From an optimization exercise on the open Yosys and OpenROAD flow, aimed at small area; shortcuts taken in it are not production practice.
Where RTL was checked, it was by simulation tests only, not by an equivalence proof against the original.

==> flow/design.v <==
`timescale 1ns/1ps
module sw_top (
    input  logic          clk,
    input  logic          reset,
    input  logic          valid_i,
    input  logic [1:0]    data_ref_i,
    input  logic [1:0]    data_query_i,
    output logic          finish_o,
    output logic [20:0]   best_o
);
    logic [6:0]  cnt_q;      
    logic [5:0]  rp_q;       
    logic [3:0]  qp_q;       
    logic        bub_q;      
    logic        loaded, front, take, run, real_cell, row_end, first_row, front_row, done;
    assign loaded    = cnt_q[6];
    assign front     = (cnt_q[6:4] == 3'd0);
    assign take      = valid_i & ~loaded;
    assign run       = ~front;
    assign real_cell = run & ~bub_q;
    assign row_end   = (qp_q == 4'd0);
    assign first_row = (rp_q == 6'd1);
    assign front_row = ((rp_q[5:4] == 2'd0) & (rp_q[3:0] != 4'd0)) | (rp_q == 6'd16);
    assign done      = loaded & first_row & (qp_q == 4'd1);
    logic [31:0] qry_q;      
    logic [31:0] frt_q;      
    logic [95:0] bck_q;      
    always_ff @(posedge clk) begin
        if ((take & front) | run)
            qry_q <= {qry_q[29:0], run ? qry_q[31:30] : data_query_i};
        if ((take & front) | (real_cell & row_end & front_row))
            frt_q <= {frt_q[29:0], data_ref_i};
        if ((take & ~front) | (real_cell & row_end & ~front_row))
            bck_q <= {bck_q[93:0], data_ref_i};
    end
    logic [1:0] qbase, rbase;
    assign qbase = qry_q[31:30];
    assign rbase = front_row ? frt_q[31:30] : bck_q[95:94];
    logic [3:0] ring_q [0:15];
    logic [3:0] ring_in;
    always_ff @(posedge clk) begin
        ring_q[0] <= ring_in;
        for (int k = 1; k < 16; k++) ring_q[k] <= ring_q[k-1];
    end
    logic [5:0] hl_q;        
    logic [2:0] l_q;         
    logic       g_q;         
    logic [2:0] u;
    logic       f;
    logic [2:0] m4, d4, t, u_new, l_new;
    logic       zx, f_new, g_new;
    logic [5:0] h_new;
    always_comb begin
        if (first_row) begin
            u = 3'd2;
            f = 1'b0;
        end else begin
            u = ring_q[15][3:1];
            f = ring_q[15][0];
        end
        zx = (hl_q[5:3] == 3'd0) & (({1'b0, hl_q[2:0]} + {3'd0, g_q} + 4'd2) == {1'b0, l_q});
        if (rbase == qbase) begin
            m4 = 3'd6;
        end else begin
            m4 = 3'd3;
            if (u > m4) m4 = u;
            if (l_q > m4) m4 = l_q;
        end
        d4 = (zx && m4 == 3'd3) ? 3'd4 : m4;    
        f_new = (u == d4);
        g_new = (l_q == d4);
        t     = d4 - l_q + {2'b0, g_q};         
        u_new = t + {2'b0, f_new};
        l_new = d4 - u + {2'b0, f} + {2'b0, g_new};
        h_new = hl_q + {3'b0, t} - 6'd2;
        ring_in = real_cell ? {u_new, f_new} : ring_q[15];
    end
    always_ff @(posedge clk) begin
        if (row_end | ~run) begin
            hl_q <= '0;
            l_q  <= 3'd2;
            g_q  <= 1'b0;
        end else begin
            hl_q <= h_new;
            l_q  <= l_new;
            g_q  <= g_new;
        end
    end
    logic [5:0] bs_q;
    logic [5:0] br_q;
    logic [3:0] bc_q;
    logic       upd;
    assign upd = real_cell & ((h_new > bs_q) |
                 ((h_new == bs_q) & (qp_q != 4'd0) & ((bc_q == 4'd0) | (qp_q < bc_q))));
    always_ff @(posedge clk) begin
        if (!run) begin
            bs_q <= '0;
        end else if (upd) begin
            bs_q <= h_new;
            br_q <= rp_q;
            bc_q <= qp_q;
        end
    end
    logic [6:0]  cnt_inc;
    assign cnt_inc = cnt_q + {6'd0, take};
    logic [5:0]  osc_q;      
    logic [9:0]  opos_q;     
    logic        nz;
    assign nz = (osc_q != 6'd0);
    always_ff @(posedge clk) begin
        if (done) opos_q <= {br_q, bc_q};
    end
    always_ff @(posedge clk or posedge reset) begin
        if (reset) begin
            cnt_q <= '0;
            rp_q  <= 6'd1;
            qp_q  <= 4'd1;
            bub_q <= 1'b0;
            osc_q <= '0;
        end else begin
            cnt_q <= {cnt_inc[6] & ~done, cnt_inc[5:0]};
            if (done) osc_q <= bs_q;
            qp_q <= run ? qp_q + 4'd1 : 4'd1;
            rp_q <= rp_q + {5'd0, real_cell & row_end};
            if (run & row_end) begin
                bub_q <= ~loaded & (rp_q[5:1] == 5'b01000);
            end
        end
    end
    assign finish_o = ~run & (qp_q == 4'd2);
    assign best_o   = {2'b00, osc_q,
                       nz & (opos_q[9:4] == 6'd0), nz ? opos_q[9:4] : 6'd0, 1'b0,
                       nz & (opos_q[3:0] == 4'd0), nz ? opos_q[3:0] : 4'd0};
endmodule
Settings: LEC_CHECK=0, CAP_MARGIN=20, CORE_MARGIN=2, CORE_UTILIZATION=40, SLEW_MARGIN=20; clock period 11.0 ns.
standard.sh (not shown) runs the stock make flow with config.mk's settings and CLKGATE_MAP_FILE= SYNTH_SCRIPT=/design/flow/synth_recipe.tcl, a recipe that flattens the netlist after the stock synthesis.
==> flow/flow/run.sh <==
#!/bin/bash
# The standard layout (the standard.sh: unchanged synthesis, floorplan,
# power grid and placement) with two knobs changed:
#  - port buffers are sky130_fd_sc_hd__buf_1 instead of the default pick
#  - clock tree synthesis with these options and no dummy loads
# The run's full output goes to standard.log here; ORFS's own per-step logs
# are under orfs/logs/.
set -euo pipefail
export BUFFER_PORTS_ARGS="-buffer_cell sky130_fd_sc_hd__buf_1"
export CTS_ARGS="-sink_clustering_enable -repair_clock_nets -sink_clustering_size 10 -sink_clustering_max_diameter 40 -buf_list sky130_fd_sc_hd__clkbuf_4 -dont_use_dummy_load"
bash standard.sh > standard.log 2>&1
The starting point went through all stages and came out clean.
Next try:
--- a/flow/flow/run.sh
+++ b/flow/flow/run.sh
@@ -10 +10 @@
-export CTS_ARGS="-sink_clustering_enable -repair_clock_nets -sink_clustering_size 10 -sink_clustering_max_diameter 40 -buf_list sky130_fd_sc_hd__clkbuf_4 -dont_use_dummy_load"
+export CTS_ARGS="-sink_clustering_enable -repair_clock_nets -sink_clustering_size 12 -sink_clustering_max_diameter 50 -buf_list sky130_fd_sc_hd__clkbuf_4 -dont_use_dummy_load"
=> Hold slack got worse by 0.024 ns; via count fell slightly.
Next try:
--- a/flow/flow/run.sh
+++ b/flow/flow/run.sh
@@ -10 +10 @@
-export CTS_ARGS="-sink_clustering_enable -repair_clock_nets -sink_clustering_size 12 -sink_clustering_max_diameter 50 -buf_list sky130_fd_sc_hd__clkbuf_4 -dont_use_dummy_load"
+export CTS_ARGS="-sink_clustering_enable -repair_clock_nets -sink_clustering_size 20 -sink_clustering_max_diameter 60 -buf_list sky130_fd_sc_hd__clkbuf_8 -dont_use_dummy_load"
CORE_UTILIZATION = 50   (was 40)
After rerunning: Critical path depth does not change; routed wire length decreases by 3.5%; register-to-register slack gets better by 0.08 ns.
Next try:
--- a/flow/flow/run.sh
+++ b/flow/flow/run.sh
@@ -10 +10 @@
-export CTS_ARGS="-sink_clustering_enable -repair_clock_nets -sink_clustering_size 20 -sink_clustering_max_diameter 60 -buf_list sky130_fd_sc_hd__clkbuf_8 -dont_use_dummy_load"
+export CTS_ARGS="-sink_clustering_enable -repair_clock_nets -sink_clustering_size 16 -sink_clustering_max_diameter 60 -buf_list sky130_fd_sc_hd__clkbuf_4 sky130_fd_sc_hd__clkbuf_8 -dont_use_dummy_load"
CORE_UTILIZATION = 40   (was 50)
Result: The changed run did not get past clock tree synthesis (4_1_cts) with STA-0564; area after synthesis does not change; synthesized cell count is unchanged.

========
// sw_top: RTL as listed in full above, without the edits since
==> flow/config.mk <==
export PLATFORM = sky130hd
export DESIGN_NAME = sw_top
export DESIGN_NICKNAME = sw_top
export VERILOG_FILES = /design/flow/design.v
export SDC_FILE = /design/flow/constraint.sdc
export NUM_CORES = 4
export LEC_CHECK = 0
export CAP_MARGIN = 20
export CORE_MARGIN = 2
export CORE_UTILIZATION = 35
export PLACE_DENSITY = 0.5
export SLEW_MARGIN = 20
==> flow/constraint.sdc <==
create_clock -name core_clock -period 11.0 [get_ports {clk}]
set_input_delay 2.2000 -clock core_clock [delete_from_list [all_inputs] [get_ports {clk}]]
set_output_delay 2.2000 -clock core_clock [all_outputs]
set_load 0.01 [all_outputs]
==> flow/flow/run.sh <==
#!/bin/bash
# The standard layout (the standard.sh: unchanged synthesis, floorplan,
# power grid and placement) with two knobs changed:
#  - port buffers are sky130_fd_sc_hd__buf_1 instead of the default pick
#  - clock tree synthesis with these options and no dummy loads
# The run's full output goes to standard.log here; ORFS's own per-step logs
# are under orfs/logs/.
set -euo pipefail
export BUFFER_PORTS_ARGS="-buffer_cell sky130_fd_sc_hd__buf_1"
export CTS_ARGS="-sink_clustering_enable -repair_clock_nets -sink_clustering_size 20 -sink_clustering_max_diameter 60 -buf_list sky130_fd_sc_hd__clkbuf_8 -dont_use_dummy_load"
bash standard.sh > standard.log 2>&1
The baseline passed the timing, DRC and antenna checks.
Next try:
- CORE_UTILIZATION: 35 -> 40
- PLACE_DENSITY: 0.5 -> 0.75
Outcome: Worst setup slack improves by 0.081 ns; design area goes down by 0.53%; die area goes down by 12%; cell count goes down by 2.5%; fmax goes up by 1.0%.
Next try:
--- a/flow/flow/run.sh
+++ b/flow/flow/run.sh
@@ -10 +10 @@
-export CTS_ARGS="-sink_clustering_enable -repair_clock_nets -sink_clustering_size 20 -sink_clustering_max_diameter 60 -buf_list sky130_fd_sc_hd__clkbuf_8 -dont_use_dummy_load"
+export CTS_ARGS="-sink_clustering_enable -repair_clock_nets -sink_clustering_size 22 -sink_clustering_max_diameter 50 -buf_list sky130_fd_sc_hd__clkbuf_8 -dont_use_dummy_load"
- PLACE_DENSITY: 0.75 -> default
Flip-flop and latch count is unchanged.
First-iteration DRC count came out lower by 5.6%.
Non-clock buffer count shrinks by 1.
Clock skew is higher by 0.015 ns.
Utilization rose by 0.34 points.
Die area stays the same.
Area after synthesis does not change.
Sequential share of layout area came out lower by 0.57 points.
Design area rose by 0.78%.
Routed wire length is higher by 3.7%.
Next try:
--- a/flow/flow/run.sh
+++ b/flow/flow/run.sh
@@ -10 +10 @@
-export CTS_ARGS="-sink_clustering_enable -repair_clock_nets -sink_clustering_size 22 -sink_clustering_max_diameter 50 -buf_list sky130_fd_sc_hd__clkbuf_8 -dont_use_dummy_load"
+export CTS_ARGS="-sink_clustering_enable -repair_clock_nets -sink_clustering_size 20 -sink_clustering_max_diameter 60 -buf_list sky130_fd_sc_hd__clkbuf_8 -dont_use_dummy_load"
Sequential share of layout area went up by 0.49 points.
Worst setup slack is better by 0.038 ns.
Die area is unchanged.
Non-clock buffer count stays the same.
Design area came out lower by 0.66%.

========
sw_top, a different RTL version from the one above (not shown whole).
For scale: ~530 cells after synthesis, ~280 flip-flops, about 29 I/O pins.
Design sw_top, start of the top module:
module sw_top (
    input  logic          clk,
    input  logic          reset,
    input  logic          valid_i,
    input  logic [1:0]    data_ref_i,
    input  logic [1:0]    data_query_i,
    output logic          finish_o,
    output logic [20:0]   best_o
);
export LEC_CHECK = 0
export CAP_MARGIN = 5
export CORE_MARGIN = 2
export CORE_UTILIZATION = 40
export GPL_TIMING_DRIVEN = 0
export SLEW_MARGIN = 5
create_clock -name core_clock -period 11.0 [get_ports {clk}]
==> flow/flow/run.sh <==
#!/bin/bash
# The standard layout (the standard.sh: unchanged synthesis, floorplan,
# power grid and placement) with two knobs changed:
#  - port buffers are sky130_fd_sc_hd__buf_1 instead of the default pick
#  - clock tree synthesis with these options and no dummy loads
# The run's full output goes to standard.log here; ORFS's own per-step logs
# are under orfs/logs/.
set -euo pipefail
export BUFFER_PORTS_ARGS="-buffer_cell sky130_fd_sc_hd__buf_1"
export CTS_ARGS="-sink_clustering_enable -repair_clock_nets -sink_clustering_size 20 -sink_clustering_max_diameter 60 -buf_list sky130_fd_sc_hd__clkbuf_8 -dont_use_dummy_load"
bash standard.sh > standard.log 2>&1
The baseline passed the timing, DRC and antenna checks.
Then changed:
CAP_MARGIN = 20   (was 5)
GPL_TIMING_DRIVEN = not set   (was 0)
SLEW_MARGIN = 20   (was 5)
First-iteration DRC count rose by about a fifth.
Wire length fell slightly.
Setup slack gets better by 230 ps.
Count of clock-buffer cells in the layout is unchanged.
Register-to-register slack gets better by 230 ps.
Via count fell slightly.
Global-route usage barely changes.
Cell count hardly moves.
Final area is about the same.
Die area stays the same.
Hold slack gets better by 9.9 ps.
Then changed:
GPL_TIMING_DRIVEN = 0   (was not set)
Global-route usage went up by 0.11 points. Non-clock buffer count went up by 3. Area after synthesis is unchanged. Fmax went down slightly. Routed wire length is about the same. Via count stays flat. Die area does not change.
Function was not checked in any run of this note: the RTL went through the layout flow alone.

========
Setup of v4:
Another version of the RTL of sw_top (not shown whole).
For scale: about 570 cells after synthesis, about 280 flip-flops, about 9700 um^2 of cells after synthesis.
Settings: LEC_CHECK=0, CAP_MARGIN=20, CORE_MARGIN=2, CORE_UTILIZATION=40, CTS_BUF_LIST=sky130_fd_sc_hd__clkbuf_8, CTS_CLUSTER_DIAMETER=60, CTS_CLUSTER_SIZE=20, SLEW_MARGIN=20; clock period 11.0 ns.
==> flow/flow/run.sh <==
#!/bin/bash
# The standard layout (the standard.sh, unchanged synthesis, floorplan,
# power grid and placement) with two knobs changed:
#  - port buffers are sky130_fd_sc_hd__buf_1 instead of the default pick
#  - clock tree synthesis inserts no dummy loads
# Each run's full output goes to standard.log here; ORFS's own per-step logs
# are under orfs/logs/.
set -euo pipefail
export BUFFER_PORTS_ARGS="-buffer_cell sky130_fd_sc_hd__buf_1"
export CTS_ARGS="-sink_clustering_enable -repair_clock_nets -sink_clustering_size 20 -sink_clustering_max_diameter 60 -buf_list sky130_fd_sc_hd__clkbuf_8 -dont_use_dummy_load"
bash standard.sh > standard.log 2>&1
v4 completed; timing, DRC and antenna clean
Input-level comparison between v30 and v4:
==> flow/run.sh (new file) <==
#!/bin/bash
# synth_recipe.tcl (not shown) runs the flow's synth.tcl, then flattens the netlist and writes it again
# the make line also repeats each setting of config.mk as NAME=value (left out here)
make -C /OpenROAD-flow-scripts/flow DESIGN_CONFIG=/design/flow/config.mk WORK_HOME=/design/flow/orfs CLKGATE_MAP_FILE= SYNTH_SCRIPT=/design/flow/synth_recipe.tcl finish
removed: flow/flow/run.sh
removed: flow/standard.sh
Changes observed in v30 relative to v4: first-iteration DRC count went up; transition time at the pin with the least slew margin fell 56 ps. Vertical extent of the die came out exactly the same in v4 and v30. Non-clock buffering overhead in the final layout sits higher in v30 than in v4. Share of the synthesized area in compound gates (AO/OA/AOI/OAI): v30 vs v4 identical. Post-route met1 wirelength | v30 above v4. Clock tree skew after final layout was higher in v4 than in v30.
Function was not checked in any run of this note: the RTL went through the layout flow alone.

========
exp/yarrow:
Another version of the RTL of sw_top (not shown whole).
Size: about 520 cells after synthesis, roughly 280 flip-flops, roughly 29 I/O pins, ~9200 sq um of cells after synthesis.
==> flow/config.mk <==
export PLATFORM = sky130hd
export DESIGN_NAME = sw_top
export DESIGN_NICKNAME = sw_top
export VERILOG_FILES = /design/flow/design.v
export SDC_FILE = /design/flow/constraint.sdc
export NUM_CORES = 4
export LEC_CHECK = 0
export CAP_MARGIN = 20
export CORE_MARGIN = 2
export CORE_UTILIZATION = 40
export SLEW_MARGIN = 20
==> flow/constraint.sdc <==
create_clock -name core_clock -period 11.0 [get_ports {clk}]
set_input_delay 2.2000 -clock core_clock [delete_from_list [all_inputs] [get_ports {clk}]]
set_output_delay 2.2000 -clock core_clock [all_outputs]
set_load 0.01 [all_outputs]
==> flow/flow/run.sh <==
#!/bin/bash
# The standard layout (the standard.sh: unchanged synthesis, floorplan,
# power grid and placement) with two knobs changed:
#  - port buffers are sky130_fd_sc_hd__buf_1 instead of the default pick
#  - clock tree synthesis with these options and no dummy loads
# The run's full output goes to standard.log here; ORFS's own per-step logs
# are under orfs/logs/.
set -euo pipefail
export BUFFER_PORTS_ARGS="-buffer_cell sky130_fd_sc_hd__buf_1"
export CTS_ARGS="-sink_clustering_enable -repair_clock_nets -sink_clustering_size 16 -sink_clustering_max_diameter 50 -buf_list {sky130_fd_sc_hd__clkbuf_4 sky130_fd_sc_hd__clkbuf_8} -dont_use_dummy_load"
bash standard.sh > standard.log 2>&1
What exp/harbor does differently from exp/yarrow at the input level:
# exp/yarrow
export LEC_CHECK = 0
export CAP_MARGIN = 20
export CORE_MARGIN = 2
export CORE_UTILIZATION = 40
export SLEW_MARGIN = 20
create_clock -name core_clock -period 11.0 [get_ports {clk}]
# exp/harbor
export LEC_CHECK = 0
export CAP_MARGIN = 20
export CORE_MARGIN = 2
export CORE_UTILIZATION = 55
export SLEW_MARGIN = 20
create_clock -name core_clock -period 11.0 [get_ports {clk}]
-- flow/flow/run.sh --
<<< exp/yarrow, line 8
set -euo pipefail
export BUFFER_PORTS_ARGS="-buffer_cell sky130_fd_sc_hd__buf_1"
export CTS_ARGS="-sink_clustering_enable -repair_clock_nets -sink_clustering_size 16 -sink_clustering_max_diameter 50 -buf_list {sky130_fd_sc_hd__clkbuf_4 sky130_fd_sc_hd__clkbuf_8} -dont_use_dummy_load"
bash standard.sh > standard.log 2>&1
>>> exp/harbor, line 8
set -euo pipefail
export BUFFER_PORTS_ARGS="-buffer_cell sky130_fd_sc_hd__buf_1"
export CTS_ARGS="-sink_clustering_enable -repair_clock_nets -sink_clustering_size 11 -sink_clustering_max_diameter 45 -buf_list sky130_fd_sc_hd__clkbuf_4 -dont_use_dummy_load"
bash standard.sh > standard.log 2>&1
==> results.txt <==
As far as number of I/O port buffers goes, exp/yarrow and exp/harbor are indistinguishable; the numbers are identical.
The run with more setup slack is exp/harbor; exp/yarrow has less.
exp/harbor: wire length reported by the detailed router is about 3% lower than what exp/yarrow reported.
Number of enable flip-flop cells after synthesis: exp/yarrow vs exp/harbor identical
Going from exp/yarrow to exp/harbor, critical path depth in cells ~0 delta; relative max-transition margin -3.5 points; area growth from synthesis to layout -1.9 points; share of the core filled with cells in the final layout +15 points.
Diff exp/yarrow -> exp/harbor: first-iteration DRC count now sits higher, worst setup slack before clock tree synthesis now sits higher.
diff inputs: exp/harbor => exp/onyx
# exp/harbor
export LEC_CHECK = 0
export CAP_MARGIN = 20
export CORE_MARGIN = 2
export CORE_UTILIZATION = 55
export SLEW_MARGIN = 20
create_clock -name core_clock -period 11.0 [get_ports {clk}]
# exp/onyx
export LEC_CHECK = 0
export CAP_MARGIN = 20
export CORE_MARGIN = 2
export CORE_UTILIZATION = 40
export SLEW_MARGIN = 20
create_clock -name core_clock -period 11.0 [get_ports {clk}]
### Flow results
exp/harbor and exp/onyx all finish clean.
The wire length of the first global-routing pass of exp/onyx exceeds that of exp/harbor by 900 microns.
exp/onyx against exp/harbor: per-cell via count in the routed design shrank by 0.26; final non-filler cell area climbed about 1%; floorplan die area increased 36%; setup slack of the critical path after layout fell 69 ps; clock slew at the register clock pins of the worst setup and hold paths flat.
Taking exp/onyx over exp/harbor, the number of inserted filler cells in the final layout ratio works out to 1.6.
In exp/onyx, the global-route usage came out 3.5 points below the value in exp/harbor.

separate check: timing with driven ports:
Ports are ideal in the flow. The routed layouts listed here were re-timed in OpenROAD.
Step 1: set_driving_cell puts a clkbuf_16 on clk and a buf_2 on each other input, an assumption about the parent block.
Step 2 adds t to the input delays and takes it off the output delays; t is the mean of the earliest and latest rising clock arrival at the registers after step 1. Input paths then give back, and output paths get back, about the clock's delay inside the block.
Slacks: ideal ports / drivers / drivers and shift; pairs: ideal ports / drivers.
run | shift t [ns] | setup WS [ns] | cell pins on the clock port's net
the first run of note 1 | 0.605 | 3.017 / 3.017 / 3.017 | 1
the second run of note 1 | 0.673 | 2.927 / 2.927 / 2.927 | 1
the third run of note 1 | 0.531 | 3.010 / 3.010 / 3.010 | 1
the first run of note 2 | 0.535 | 2.979 / 2.979 / 2.979 | 1
the second run of note 2 | 0.530 | 3.061 / 3.061 / 3.061 | 1
the third run of note 2 | 0.555 | 2.942 / 2.942 / 2.942 | 1
the fourth run of note 2 | 0.539 | 2.981 / 2.981 / 2.981 | 1
the first run of note 3 | 0.550 | 3.322 / 3.322 / 3.322 | 1
the second run of note 3 | 0.531 | 3.550 / 3.550 / 3.550 | 1
the third run of note 3 | 0.541 | 3.418 / 3.418 / 3.418 | 1
v4 | 0.531 | 4.241 / 4.241 / 4.241 | 1
v30 | 0.544 | 4.419 / 4.419 / 4.419 | 1
exp/yarrow | 0.543 | 4.873 / 4.873 / 4.873 | 1
exp/harbor | 0.661 | 4.951 / 4.951 / 4.951 | 1
exp/onyx | 0.615 | 4.882 / 4.882 / 4.882 | 1
After both steps setup and hold are still met in every run listed.
